This is an optimization exercise on Yosys and OpenROAD, whose aim is small area, a short achievable clock period and few clock cycles, not a production implementation. Where RTL was checked, it was by simulation tests only, not by an equivalence proof against the original. No activity file was given, so power comes from the tool's default toggle rates.

==> trial 85: inputs <==
Design cab_bridge_top, start of the top module:
module cab_bridge_top (
  input  logic        clk,
  input  logic        rst_n,
  input  logic [31:0] maddr,
  input  logic [63:0] mwdata,
  input  logic [1:0]  mwr,
  input  logic [1:0]  mreq,
  output logic [1:0]  mrdy,
  output logic [1:0]  mdn,
  output logic [63:0] mrdata,
  input  logic [1:0]  srdy,
  input  logic [1:0]  sack,
  input  logic [31:0] sackdata,
  output logic [1:0]  sreq,
  output logic [31:0] sreqdata
);
==> flow/config.mk <==
export PLATFORM = sky130hd
export DESIGN_NAME = cab_bridge_top
export DESIGN_NICKNAME = cab_bridge_top
export VERILOG_FILES = /design/flow/design.v
export SDC_FILE = /design/flow/constraint.sdc
export NUM_CORES = 4
export LEC_CHECK = 0
export CAP_MARGIN = 20
export CORE_MARGIN = 2
export CORE_UTILIZATION = 65
export SETUP_SLACK_MARGIN = 4
export SLEW_MARGIN = 20
==> flow/constraint.sdc <==
create_clock -name core_clock -period 7.0 [get_ports {clk}]
set_input_delay 1.4000 -clock core_clock [delete_from_list [all_inputs] [get_ports {clk}]]
set_output_delay 1.4000 -clock core_clock [all_outputs]
set_load 0.01 [all_outputs]
standard.sh (not shown) runs the stock make flow with config.mk's settings and CLKGATE_MAP_FILE= SYNTH_SCRIPT=/design/flow/synth_recipe.tcl, a recipe that flattens the netlist after the stock synthesis.
==> flow/flow/run.sh <==
#!/bin/bash
# standard layout, with plain buffers on the ports instead of the delay cells
# buffer_ports picks, and a clock tree without dummy loads
set -euo pipefail
bash standard.sh "BUFFER_PORTS_ARGS=-buffer_cell sky130_fd_sc_hd__buf_2" \
  "CTS_ARGS=-sink_clustering_enable -repair_clock_nets -dont_use_dummy_load -sink_clustering_size 30 -buf_list sky130_fd_sc_hd__clkbuf_8 -root_buf sky130_fd_sc_hd__clkbuf_16" \
  finish > standard.log 2>&1
==> inputs of build 68, as changes to trial 85 <==
--- a/flow/design.v
+++ b/flow/design.v
@@ -18,21 +18,18 @@
 endpackage
 package cab_map_pkg;
   localparam int CAB_WINDOW = 4096;
   localparam int HDR_OFS_LSB = 2;
   localparam int DEFAULT_TIMEOUT = 250000;
 endpackage
 `timescale 1ns/1ns
 module cab_bridge #(
-  parameter int O_DEPTH = 6,        
-  parameter int SLOTS = 1,          
-  parameter int POPR = 0,           
-  parameter int POPW = 0,           
-  parameter int TIMEOUT_CYCLES = 64
+  parameter int O_DEPTH = 5,        
+  parameter int SLOTS = 1           
 ) (
   input  logic        clk,
   input  logic        rst_n,
   input  logic [31:0] maddr,
   input  logic [63:0] mwdata,
   input  logic [1:0]  mwr,
   input  logic [1:0]  mreq,
   output logic [1:0]  mrdy,
@@ -40,75 +37,66 @@
   output logic [63:0] mrdata,
   input  logic [1:0]  srdy,
   input  logic [1:0]  sack,
   input  logic [31:0] sackdata,
   output logic [1:0]  sreq,
   output logic [31:0] sreqdata
 );
   localparam int OC = $clog2(O_DEPTH + 1);
-  localparam int CNT_W = $clog2(TIMEOUT_CYCLES + 1);
+  localparam logic [5:0] T_HIT = 6'b100000;
   logic          cur_m;             
   logic [1:0]    hv;                
   logic [1:0]    hw;                
   logic [9:0]    hofs [2];          
   logic [1:0]    p1, p2;            
   logic [1:0]    cs;                
   logic          wbv;               
   logic [31:0]   wbuf;
   logic [1:0]    o_mem [O_DEPTH];   
   logic [OC-1:0] o_cnt;
   logic [OC-1:0] wd_cnt [2];        
   logic [1:0]    rd_out [2];        
   logic [1:0]    rcnt [2];          
   logic [1:0]    r_wp, r_rp;        
   logic [1:0]    hsel;              
   logic [31:0]   rmem [2][SLOTS];
-  logic [CNT_W-1:0] t_cnt;
+  logic [5:0]    t_cnt;             
   logic          ans;               
   logic [SLOTS-1:0] sel [2];        
   logic [1:0]    ok_q;              
-  logic [1:0]    lst_q;             
-  logic [1:0]    okw_q;             
-  logic [1:0]    okwo_q;            
-  logic [1:0]    lstw_q;            
   logic [1:0]  l_map, l_sl;         
-  logic [1:0]  okr, okw;            
   logic [1:0]  rdy_l;
   logic [1:0]  l_acc;               
   logic        m1;
   logic        a_wr;
   logic [9:0]  a_ofs;
   logic [31:0] a_wd;
   logic [1:0]  push;
   logic        o_push;
   logic        w_push;
   logic        acc;
   logic [1:0]  xfer;
   logic [1:0]  lastw;
-  for (genvar s = 0; s < 2; s++) begin : g_ok
-    assign okr[s] = ok_q[s] || (POPR && srdy[s] && lst_q[s]);
-    assign okw[s] = okw_q[s] || (POPW && ((srdy[1-s] && okwo_q[s]) || (srdy[s] && lstw_q[s])));
-  end
   for (genvar m = 0; m < 2; m++) begin : g_lane
     assign l_map[m] = maddr[m*16 + 13 +: 3] == 3'b000;
     assign l_sl[m] = maddr[m*16 + 12];
-    assign rdy_l[m] = l_sl[m] ? (mwr[m] ? okw[1] : okr[1]) : (mwr[m] ? okw[0] : okr[0]);
+    assign rdy_l[m] = (l_sl[m] ? ok_q[1] : ok_q[0]) && !(mwr[m] && wbv);
     assign l_acc[m] = mreq[m] && rdy_l[m] && l_map[m];
   end
   assign mrdy = rdy_l;
   assign acc = (mreq[0] && rdy_l[0]) || (mreq[1] && rdy_l[1]);
   assign push[0] = (l_acc[0] && !l_sl[0]) || (l_acc[1] && !l_sl[1]);
   assign push[1] = (l_acc[0] && l_sl[0]) || (l_acc[1] && l_sl[1]);
   assign o_push = l_acc[0] || l_acc[1];
   assign w_push = (l_acc[0] && mwr[0]) || (l_acc[1] && mwr[1]);
   assign m1 = mreq[1];
-  assign a_wr = m1 ? mwr[1] : mwr[0];
-  assign a_ofs = m1 ? maddr[27:18] : maddr[11:2];
-  assign a_wd = m1 ? mwdata[63:32] : mwdata[31:0];
+  assign a_wr = (mreq[0] && mwr[0]) || (mreq[1] && mwr[1]);
+  assign a_ofs = ({10{mreq[0]}} & maddr[11:2]) | ({10{mreq[1]}} & maddr[27:18]);
+  assign a_wd = ({32{mreq[0]}} & mwdata[31:0]) | ({32{mreq[1]}} & mwdata[63:32]);
   for (genvar s = 0; s < 2; s++) begin : g_x
     assign xfer[s] = srdy[s] && cs[s];
     assign lastw[s] = !hw[s] || p2[s];
   end
   logic          hd_s, hd_w;        
   logic          nh_s, nh_w;        
   logic [OC-1:0] o_base, o_inc;     
   logic          o_left;            
@@ -154,27 +142,27 @@
     assign rd_inc = rpop[s] ? rd_out[s] : rd_out[s] + 1'b1;
     assign rd_out_nx[s] = rd_sent[s] ? rd_inc : rd_base;
     assign rd_nz_nx[s] = rd_sent[s] || rd_base != '0;
     assign rd_room_nx[s] = rd_sent[s] ?
         (rd_inc < 2'(SLOTS) || (rd_inc == 2'(SLOTS) && nh_rd[s])) :
         (rd_base < 2'(SLOTS) || (rd_base == 2'(SLOTS) && nh_rd[s]));
     assign rc_base = rtake[s] ? rcnt[s] - 1'b1 : rcnt[s];
     assign rc_inc = rtake[s] ? rcnt[s] : rcnt[s] + 1'b1;
-    assign rcnt_nx[s] = rpush[s] ? rc_inc : rc_base;
+    assign rcnt_nx[s] = (SLOTS > 1) ? (rpush[s] ? rc_inc : rc_base) : {1'b0, rpush[s] || rc_base[0]};
     assign rc_nz_nx[s] = rpush[s] || rc_base != '0;
     assign r_rp_nx[s] = (SLOTS > 1) && (r_rp[s] ^ rtake[s]);
     assign hv_nx[s] = push[s] || (hv[s] && !(xfer[s] && lastw[s]));
     assign hw_nx[s] = push[s] ? a_wr : hw[s];
     assign p1_nx[s] = push[s] ? 1'b0 : xfer[s] ? (hw[s] && !p1[s] && !p2[s]) : p1[s];
     assign p2_nx[s] = push[s] ? 1'b0 : xfer[s] ? p1[s] : p2[s];
     assign cs_nx[s] = hv_nx[s] && (hw_nx[s] || rd_room_nx[s]);
   end
   assign h_wait = o_cnt != '0 && !hd_w && rd_out[hd_s] != '0 && rcnt[hd_s] == '0;
-  assign t_hit_nx = h_wait && !ans && t_cnt == CNT_W'(TIMEOUT_CYCLES - 2);
+  assign t_hit_nx = h_wait && !ans && t_cnt == T_HIT;
   assign h_wait_nx = o_left && !nh_w && rd_nz_nx[nh_s] && !rc_nz_nx[nh_s];
   assign ans_nx = o_left && (nh_w ? wd_nz_nx[nh_s] : (rc_nz_nx[nh_s] || (t_hit_nx && h_wait_nx)));
   assign wbv_nx = w_push || (wbv && !wr_sent[0] && !wr_sent[1]);
   always_ff @(posedge clk or negedge rst_n) begin
     if (!rst_n) begin
       cur_m <= 1'b0;
       hv <= '0;
       p1 <= '0;
@@ -184,52 +172,44 @@
       o_cnt <= '0;
       t_cnt <= '0;
       ans <= 1'b0;
       mdn <= '0;
       r_wp <= '0;
       r_rp <= '0;
       hsel <= '0;
       ok_q <= '0;
-      lst_q <= '0;
-      okw_q <= '0;
-      okwo_q <= '0;
-      lstw_q <= '0;
       for (int s = 0; s < 2; s++) begin
         wd_cnt[s] <= '0;
         rd_out[s] <= '0;
         rcnt[s] <= '0;
         sel[s] <= '0;
       end
     end else begin
       if (acc) cur_m <= m1;
       hv <= hv_nx;
       p1 <= p1_nx;
       p2 <= p2_nx;
       cs <= cs_nx;
       wbv <= wbv_nx;
       o_cnt <= o_push ? o_inc : o_base;
-      t_cnt <= (h_wait && !ans) ? t_cnt + 1'b1 : '0;
+      t_cnt <= (h_wait && !ans) ? {t_cnt[4:0], t_cnt[5] ~^ t_cnt[4]} : '0;
       ans <= ans_nx;
       mdn <= ans_nx ? (cur_m ? 2'b10 : 2'b01) : 2'b00;
       r_rp <= r_rp_nx;
       for (int s = 0; s < 2; s++) begin
         wd_cnt[s] <= wd_nx[s];
         rd_out[s] <= rd_out_nx[s];
         rcnt[s] <= rcnt_nx[s];
         if (sack[s]) hsel[s] <= !hsel[s];
         if (rpush[s] && SLOTS > 1) r_wp[s] <= !r_wp[s];
         for (int k = 0; k < SLOTS; k++) begin
           sel[s][k] <= nh_rd[s] && rc_nz_nx[s] && r_rp_nx[s] == k[0];
         end
         ok_q[s] <= !hv_nx[s] && !o_full_nx;
-        lst_q[s] <= cs_nx[s] && (!hw_nx[s] || p2_nx[s]) && !o_full_nx;
-        okw_q[s] <= !hv_nx[s] && !o_full_nx && !wbv_nx;
-        okwo_q[s] <= !hv_nx[s] && !o_full_nx && cs_nx[1-s] && p2_nx[1-s];
-        lstw_q[s] <= cs_nx[s] && (!hw_nx[s] || p2_nx[s]) && !o_full_nx && (!wbv_nx || hw_nx[s]);
       end
     end
   end
   always_ff @(posedge clk) begin
     for (int i = 0; i < O_DEPTH; i++) begin
       if (o_push && OC'(i) == o_base) begin
         o_mem[i] <= {push[1], a_wr};
       end else if (ans && i < O_DEPTH - 1) begin
==> flow/flow/run.sh (replaced) <==
#!/bin/bash
# standard layout, with plain buffers on the ports instead of the delay cells
# buffer_ports picks, and a clock tree without dummy loads
set -euo pipefail
bash standard.sh "BUFFER_PORTS_ARGS=-buffer_cell sky130_fd_sc_hd__buf_1" \
  "CTS_ARGS=-sink_clustering_enable -repair_clock_nets -dont_use_dummy_load -sink_clustering_size 30 -buf_list sky130_fd_sc_hd__clkbuf_8 -root_buf sky130_fd_sc_hd__clkbuf_16" \
  finish > standard.log 2>&1
Settings changed: CORE_UTILIZATION 65 to 75, SETUP_SLACK_MARGIN 4 to 3.7.
==> inputs of trial 81, as changes to trial 85 <==
==> flow/design.v (replaced) <==
package cab_bus_pkg;
  typedef logic [15:0] addr_t;
  typedef logic [31:0] data_t;
  typedef logic [15:0] half_t;
  typedef union packed {
    struct packed {
      logic [13:0] offset;
      logic        rsvd;
      logic        wr;
    } hdr;
    half_t data;
  } sreq_word_u;
  typedef enum logic [1:0] {
    send_addr,
    send_wdata_lo,
    send_wdata_hi
  } send_state_t;
endpackage
package cab_map_pkg;
  localparam int CAB_WINDOW = 4096;
  localparam int HDR_OFS_LSB = 2;
  localparam int DEFAULT_TIMEOUT = 250000;
endpackage
`timescale 1ns/1ns
module cab_bridge #(
  parameter int O_DEPTH = 8,        
  parameter int MRDY = 0,           
  parameter int WSHARE = 1,         
  parameter int SLOTS = 2,          
  parameter int TIMEOUT_CYCLES = 64
) (
  input  logic        clk,
  input  logic        rst_n,
  input  logic [31:0] maddr,
  input  logic [63:0] mwdata,
  input  logic [1:0]  mwr,
  input  logic [1:0]  mreq,
  output logic [1:0]  mrdy,
  output logic [1:0]  mdn,
  output logic [63:0] mrdata,
  input  logic [1:0]  srdy,
  input  logic [1:0]  sack,
  input  logic [31:0] sackdata,
  output logic [1:0]  sreq,
  output logic [31:0] sreqdata
);
  localparam int OP = $clog2(O_DEPTH);
  localparam int OC = $clog2(O_DEPTH + 1);
  localparam int CNT_W = $clog2(TIMEOUT_CYCLES + 1);
  localparam int NW = WSHARE ? 1 : 2;
  logic          cur_m;             
  logic [1:0]    hv;                
  logic [1:0]    hw;                
  logic [9:0]    hofs [2];          
  logic [1:0]    ph [2];            
  logic [1:0]    cs;                
  logic          wbv;               
  logic [31:0]   wbuf [NW];
  logic [1:0]    o_mem [O_DEPTH];   
  logic [OP-1:0] o_wp, o_rp;
  logic [OC-1:0] o_cnt;
  logic          o_full;
  logic [OC-1:0] wd_cnt [2];        
  logic [1:0]    rd_out [2];        
  logic [1:0]    rcnt [2];          
  logic [1:0]    r_wp, r_rp;        
  logic [1:0]    hsel;              
  logic [31:0]   rmem [2][SLOTS];
  logic [CNT_W-1:0] t_cnt;
  logic          ans;               
  logic [SLOTS-1:0] sel [2];        
  logic [1:0]    ok_q;              
  logic [1:0]    lst_q;             
  logic [1:0]    wl_q;              
  logic        m1;
  logic [15:0] a;
  logic        a_wr;
  logic [31:0] a_wd;
  logic        a_map;
  logic        a_sl;
  logic        acc;
  logic        rdy;
  logic [1:0]  push;
  logic        o_push;
  logic [1:0]  xfer;
  logic [1:0]  lastw;
  logic [1:0]  okr, okw;            
  logic [1:0]  rdy_l;
  assign m1 = mreq[1];
  assign a = m1 ? maddr[31:16] : maddr[15:0];
  assign a_wr = m1 ? mwr[1] : mwr[0];
  assign a_wd = m1 ? mwdata[63:32] : mwdata[31:0];
  assign a_map = a[15:13] == 3'b000;
  assign a_sl = a[12];
  for (genvar s = 0; s < 2; s++) begin : g_x
    assign xfer[s] = srdy[s] && cs[s];
    assign lastw[s] = !hw[s] || ph[s] == 2'd2;
    if (MRDY == 0) begin : g_p
      assign okr[s] = ok_q[s] || (srdy[s] && lst_q[s]);
    end else begin : g_f
      assign okr[s] = ok_q[s];
    end
    if (WSHARE) begin : g_ws
      if (MRDY == 0) begin : g_p
        assign okw[s] = okr[s] && (!wbv || (srdy[0] && wl_q[0]) || (srdy[1] && wl_q[1]));
      end else begin : g_f
        assign okw[s] = okr[s] && !wbv;
      end
    end else begin : g_wn
      assign okw[s] = okr[s];
    end
  end
  for (genvar m = 0; m < 2; m++) begin : g_rdy
    assign rdy_l[m] = maddr[m*16 + 12] ? (mwr[m] ? okw[1] : okr[1]) : (mwr[m] ? okw[0] : okr[0]);
  end
  assign mrdy = rdy_l;
  assign rdy = m1 ? rdy_l[1] : rdy_l[0];
  assign acc = (|mreq) && rdy;
  assign o_push = acc && a_map;
  assign push[0] = o_push && !a_sl;
  assign push[1] = o_push && a_sl;
  logic          hd_s, hd_w;        
  logic          nh_s, nh_w;        
  logic [OC-1:0] o_base, o_inc;     
  logic          o_left;            
  logic          o_full_nx;
  logic [OP-1:0] o_rp_nx;
  logic          h_wait;
  logic          t_hit_nx;
  logic [1:0]    hv_nx, hw_nx, cs_nx;
  logic [1:0]    ph_nx [2];
  logic [1:0]    wpop, rpop, rtake;
  logic [1:0]    rd_sent, wr_sent, rpush;
  logic [OC-1:0] wd_nx [2];
  logic [1:0]    wd_nz_nx;
  logic [1:0]    rd_out_nx [2];
  logic [1:0]    rd_nz_nx;
  logic [1:0]    rd_room_nx;
  logic [1:0]    rcnt_nx [2];
  logic [1:0]    rc_nz_nx;
  logic [1:0]    r_rp_nx;
  logic [1:0]    nh_rd;             
  logic          h_wait_nx;
  logic          ans_nx;
  logic          wbv_nx;
  assign {hd_s, hd_w} = o_mem[o_rp];
  assign o_rp_nx = !ans ? o_rp : (o_rp == OP'(O_DEPTH - 1)) ? '0 : o_rp + 1'b1;
  assign {nh_s, nh_w} = o_mem[o_rp_nx];
  assign o_base = ans ? o_cnt - 1'b1 : o_cnt;
  assign o_inc = ans ? o_cnt : o_cnt + 1'b1;
  assign o_left = o_base != '0;
  assign o_full_nx = o_push ? (o_inc == OC'(O_DEPTH)) : (o_base == OC'(O_DEPTH));
  for (genvar s = 0; s < 2; s++) begin : g_nx
    logic [OC-1:0] wd_base, wd_inc;
    logic [1:0]    rd_base, rd_inc, rc_base, rc_inc;
    assign nh_rd[s] = o_left && !nh_w && nh_s == s[0];
    assign rd_sent[s] = xfer[s] && !hw[s];
    assign wr_sent[s] = xfer[s] && hw[s] && ph[s] == 2'd2;
    assign rpush[s] = sack[s] && hsel[s];
    assign wpop[s] = ans && hd_w && hd_s == s[0];
    assign rpop[s] = ans && !hd_w && hd_s == s[0];
    assign rtake[s] = rpop[s] && rcnt[s] != 2'd0;
    assign wd_base = wpop[s] ? wd_cnt[s] - 1'b1 : wd_cnt[s];
    assign wd_inc = wpop[s] ? wd_cnt[s] : wd_cnt[s] + 1'b1;
    assign wd_nx[s] = wr_sent[s] ? wd_inc : wd_base;
    assign wd_nz_nx[s] = wr_sent[s] || wd_base != '0;
    assign rd_base = rpop[s] ? rd_out[s] - 1'b1 : rd_out[s];
    assign rd_inc = rpop[s] ? rd_out[s] : rd_out[s] + 1'b1;
    assign rd_out_nx[s] = rd_sent[s] ? rd_inc : rd_base;
    assign rd_nz_nx[s] = rd_sent[s] || rd_base != '0;
    assign rd_room_nx[s] = rd_sent[s] ?
        (rd_inc < 2'(SLOTS) || (rd_inc == 2'(SLOTS) && nh_rd[s])) :
        (rd_base < 2'(SLOTS) || (rd_base == 2'(SLOTS) && nh_rd[s]));
    assign rc_base = rtake[s] ? rcnt[s] - 1'b1 : rcnt[s];
    assign rc_inc = rtake[s] ? rcnt[s] : rcnt[s] + 1'b1;
    assign rcnt_nx[s] = rpush[s] ? rc_inc : rc_base;
    assign rc_nz_nx[s] = rpush[s] || rc_base != '0;
    assign r_rp_nx[s] = (SLOTS > 1) && (r_rp[s] ^ rtake[s]);
    assign hv_nx[s] = push[s] || (hv[s] && !(xfer[s] && lastw[s]));
    assign hw_nx[s] = push[s] ? a_wr : hw[s];
    assign ph_nx[s] = (push[s] || (xfer[s] && lastw[s])) ? 2'd0 :
                      xfer[s] ? ph[s] + 2'd1 : ph[s];
    assign cs_nx[s] = hv_nx[s] && (hw_nx[s] || rd_room_nx[s]);
  end
  assign h_wait = o_cnt != '0 && !hd_w && rd_out[hd_s] != '0 && rcnt[hd_s] == '0;
  assign t_hit_nx = h_wait && !ans && t_cnt == CNT_W'(TIMEOUT_CYCLES - 2);
  assign h_wait_nx = o_left && !nh_w && rd_nz_nx[nh_s] && !rc_nz_nx[nh_s];
  assign ans_nx = o_left && (nh_w ? wd_nz_nx[nh_s] : (rc_nz_nx[nh_s] || (t_hit_nx && h_wait_nx)));
  assign wbv_nx = WSHARE && ((o_push && a_wr) || (wbv && !wr_sent[0] && !wr_sent[1]));
  always_ff @(posedge clk or negedge rst_n) begin
    if (!rst_n) begin
      cur_m <= 1'b0;
      hv <= '0;
      cs <= '0;
      wbv <= 1'b0;
      o_wp <= '0;
      o_rp <= '0;
      o_cnt <= '0;
      o_full <= 1'b0;
      t_cnt <= '0;
      ans <= 1'b0;
      mdn <= '0;
      r_wp <= '0;
      r_rp <= '0;
      hsel <= '0;
      ok_q <= '0;
      lst_q <= '0;
      wl_q <= '0;
      for (int s = 0; s < 2; s++) begin
        ph[s] <= 2'd0;
        wd_cnt[s] <= '0;
        rd_out[s] <= '0;
        rcnt[s] <= '0;
        sel[s] <= '0;
      end
    end else begin
      if (acc) cur_m <= m1;
      hv <= hv_nx;
      cs <= cs_nx;
      wbv <= wbv_nx;
      if (o_push) o_wp <= (o_wp == OP'(O_DEPTH - 1)) ? '0 : o_wp + 1'b1;
      o_rp <= o_rp_nx;
      o_cnt <= o_push ? o_inc : o_base;
      o_full <= o_full_nx;
      t_cnt <= (h_wait && !ans) ? t_cnt + 1'b1 : '0;
      ans <= ans_nx;
      mdn <= ans_nx ? (cur_m ? 2'b10 : 2'b01) : 2'b00;
      r_rp <= r_rp_nx;
      for (int s = 0; s < 2; s++) begin
        ph[s] <= ph_nx[s];
        wd_cnt[s] <= wd_nx[s];
        rd_out[s] <= rd_out_nx[s];
        rcnt[s] <= rcnt_nx[s];
        if (sack[s]) hsel[s] <= !hsel[s];
        if (rpush[s] && SLOTS > 1) r_wp[s] <= !r_wp[s];
        for (int k = 0; k < SLOTS; k++) begin
          sel[s][k] <= nh_rd[s] && rc_nz_nx[s] && r_rp_nx[s] == k[0];
        end
        ok_q[s] <= !hv_nx[s] && !o_full_nx;
        lst_q[s] <= cs_nx[s] && (!hw_nx[s] || ph_nx[s] == 2'd2) && !o_full_nx;
        wl_q[s] <= cs_nx[s] && hw_nx[s] && ph_nx[s] == 2'd2;
      end
    end
  end
  always_ff @(posedge clk) begin
    for (int s = 0; s < 2; s++) begin
      if (push[s]) begin
        hw[s] <= a_wr;
        hofs[s] <= a[11:2];
      end
      if (sack[s] && !hsel[s]) rmem[s][SLOTS > 1 ? r_wp[s] : 1'b0][15:0] <= sackdata[s*16 +: 16];
      if (sack[s] && hsel[s]) rmem[s][SLOTS > 1 ? r_wp[s] : 1'b0][31:16] <= sackdata[s*16 +: 16];
    end
    for (int w = 0; w < NW; w++) begin
      if (WSHARE ? (o_push && a_wr) : (push[w] && a_wr)) wbuf[w] <= a_wd;
    end
    if (o_push) o_mem[o_wp] <= {a_sl, a_wr};
  end
  for (genvar s = 0; s < 2; s++) begin : g_out
    assign sreq[s] = srdy[s] && cs[s];
    assign sreqdata[s*16 +: 16] = (ph[s] == 2'd1) ? wbuf[WSHARE ? 0 : s][15:0] :
                                  (ph[s] == 2'd2) ? wbuf[WSHARE ? 0 : s][31:16] :
                                                    {4'b0, hofs[s], 1'b0, hw[s]};
  end
  logic [31:0] rd;
  always_comb begin
    rd = '0;
    for (int s = 0; s < 2; s++)
      for (int k = 0; k < SLOTS; k++)
        rd = rd | ({32{sel[s][k]}} & rmem[s][k]);
  end
  assign mrdata = {rd, rd};
endmodule
`timescale 1ns/1ns
module cab_bridge_top (
  input  logic        clk,
  input  logic        rst_n,
  input  logic [31:0] maddr,
  input  logic [63:0] mwdata,
  input  logic [1:0]  mwr,
  input  logic [1:0]  mreq,
  output logic [1:0]  mrdy,
  output logic [1:0]  mdn,
  output logic [63:0] mrdata,
  input  logic [1:0]  srdy,
  input  logic [1:0]  sack,
  input  logic [31:0] sackdata,
  output logic [1:0]  sreq,
  output logic [31:0] sreqdata
);
  cab_bridge u_bridge (.*);
endmodule
==> flow/flow/run.sh (replaced) <==
#!/bin/bash
# standard layout, with plain buffers on the ports instead of the delay cells buffer_ports picks
set -euo pipefail
bash standard.sh "BUFFER_PORTS_ARGS=-buffer_cell sky130_fd_sc_hd__buf_2" finish > standard.log 2>&1
Settings changed: CORE_UTILIZATION 65 to 40, SETUP_SLACK_MARGIN 4 to 3.
==> inputs of trial 98, as changes to trial 85 <==
--- a/flow/design.v
+++ b/flow/design.v
@@ -20,18 +20,16 @@
   localparam int CAB_WINDOW = 4096;
   localparam int HDR_OFS_LSB = 2;
   localparam int DEFAULT_TIMEOUT = 250000;
 endpackage
 `timescale 1ns/1ns
 module cab_bridge #(
   parameter int O_DEPTH = 6,        
   parameter int SLOTS = 1,          
-  parameter int POPR = 0,           
-  parameter int POPW = 0,           
   parameter int TIMEOUT_CYCLES = 64
 ) (
   input  logic        clk,
   input  logic        rst_n,
   input  logic [31:0] maddr,
   input  logic [63:0] mwdata,
   input  logic [1:0]  mwr,
   input  logic [1:0]  mreq,
@@ -80,18 +78,18 @@
   logic [31:0] a_wd;
   logic [1:0]  push;
   logic        o_push;
   logic        w_push;
   logic        acc;
   logic [1:0]  xfer;
   logic [1:0]  lastw;
   for (genvar s = 0; s < 2; s++) begin : g_ok
-    assign okr[s] = ok_q[s] || (POPR && srdy[s] && lst_q[s]);
-    assign okw[s] = okw_q[s] || (POPW && ((srdy[1-s] && okwo_q[s]) || (srdy[s] && lstw_q[s])));
+    assign okr[s] = ok_q[s] || (srdy[s] && lst_q[s]);
+    assign okw[s] = okw_q[s] || (srdy[1-s] && okwo_q[s]) || (srdy[s] && lstw_q[s]);
   end
   for (genvar m = 0; m < 2; m++) begin : g_lane
     assign l_map[m] = maddr[m*16 + 13 +: 3] == 3'b000;
     assign l_sl[m] = maddr[m*16 + 12];
     assign rdy_l[m] = l_sl[m] ? (mwr[m] ? okw[1] : okr[1]) : (mwr[m] ? okw[0] : okr[0]);
     assign l_acc[m] = mreq[m] && rdy_l[m] && l_map[m];
   end
   assign mrdy = rdy_l;
Settings changed: SETUP_SLACK_MARGIN 4 to 3.
==> out/summary.txt <==
Final Power - 5750 uW
CP Depth - 5
HPWL after DPL - 18.1 mm
status - no timing/DRC/antenna violations
Placed Cells - 1488
Post-Syn Instances - 923
most area-consuming cells after synthesis - edfxtp_1, dfrtp_1, mux2_2, a22oi_1, nand2_1
grt met3 use - 0.0301
That was trial 81.
==> out/summary.txt <==
status - no timing/DRC/antenna violations
CP peak stage delay - 180 ps
final setup vio count - 0
Placed Cells - 930
mapped cell area - 7890 um^2
HPWL after DPL - 13.5 mm
Post-Syn Instances - 626
Final Power - 3370 uW
CP Depth - 4
grt met3 use - 0.0815
That was build 68.
==> out/summary.txt <==
status - no timing/DRC/antenna violations
most area-consuming cells after synthesis - edfxtp_1, dfrtp_1, mux2_2, a22o_1, mux2i_1
CP Depth - 3
Power Sequential - 1670 uW
gr busiest metal - met2
HPWL after DPL - 13.7 mm
Post-Syn Instances - 672
grt met3 use - 0.0690
That was trial 85.
==> out/summary.txt <==
HPWL after DPL - 14.0 mm
CP Depth - 5
status - no timing/DRC/antenna violations
grt met3 use - 0.0480
Final Power - 3650 uW
Post-Syn Instances - 695
That was trial 98.
Testbench counts of build 68, summed over its fixed seeds: cycles 37,465.
Testbench counts of trial 98, summed over its fixed seeds: cycles 35,874.
For trial 85 and trial 81, only the layout was checked, not whether the RTL still works.

-- port drivers added, routing unchanged --
The results above use ideal ports. As a check the final layouts listed here were re-extracted and re-timed, cells and wires unchanged. Step 1, drivers: a clkbuf_16 drives clk and a buf_2 each remaining input, both assumed. Step 2 also shifts input and output timing later by t, the mid clock arrival at the registers, as if the neighbouring blocks saw the same clock. a / b / c = ideal / step 1 / step 2; a / b = the first two.
run | shift t [ns] | setup WS [ns] | worst setup path at the end | worst register clock-pin slew, ns | cell pins on the clock port's net
trial 85 | 0.410 | 3.444 / 3.396 / 3.396 | input to output | 0.08 / 0.08 | 1
build 68 | 0.397 | 3.594 / 3.560 / 3.409 | input to register | 0.08 / 0.08 | 1
trial 81 | 0.579 | 3.319 / 3.280 / 2.830 | input to register | 0.06 / 0.06 | 1
trial 98 | 0.409 | 3.059 / 3.031 / 2.911 | input to register | 0.09 / 0.09 | 1
After both steps setup and hold are still met in every run listed. For trial 81, which loses most, drivers alone change the setup slack by -0.039 ns; drivers and shift together by -0.489 ns.
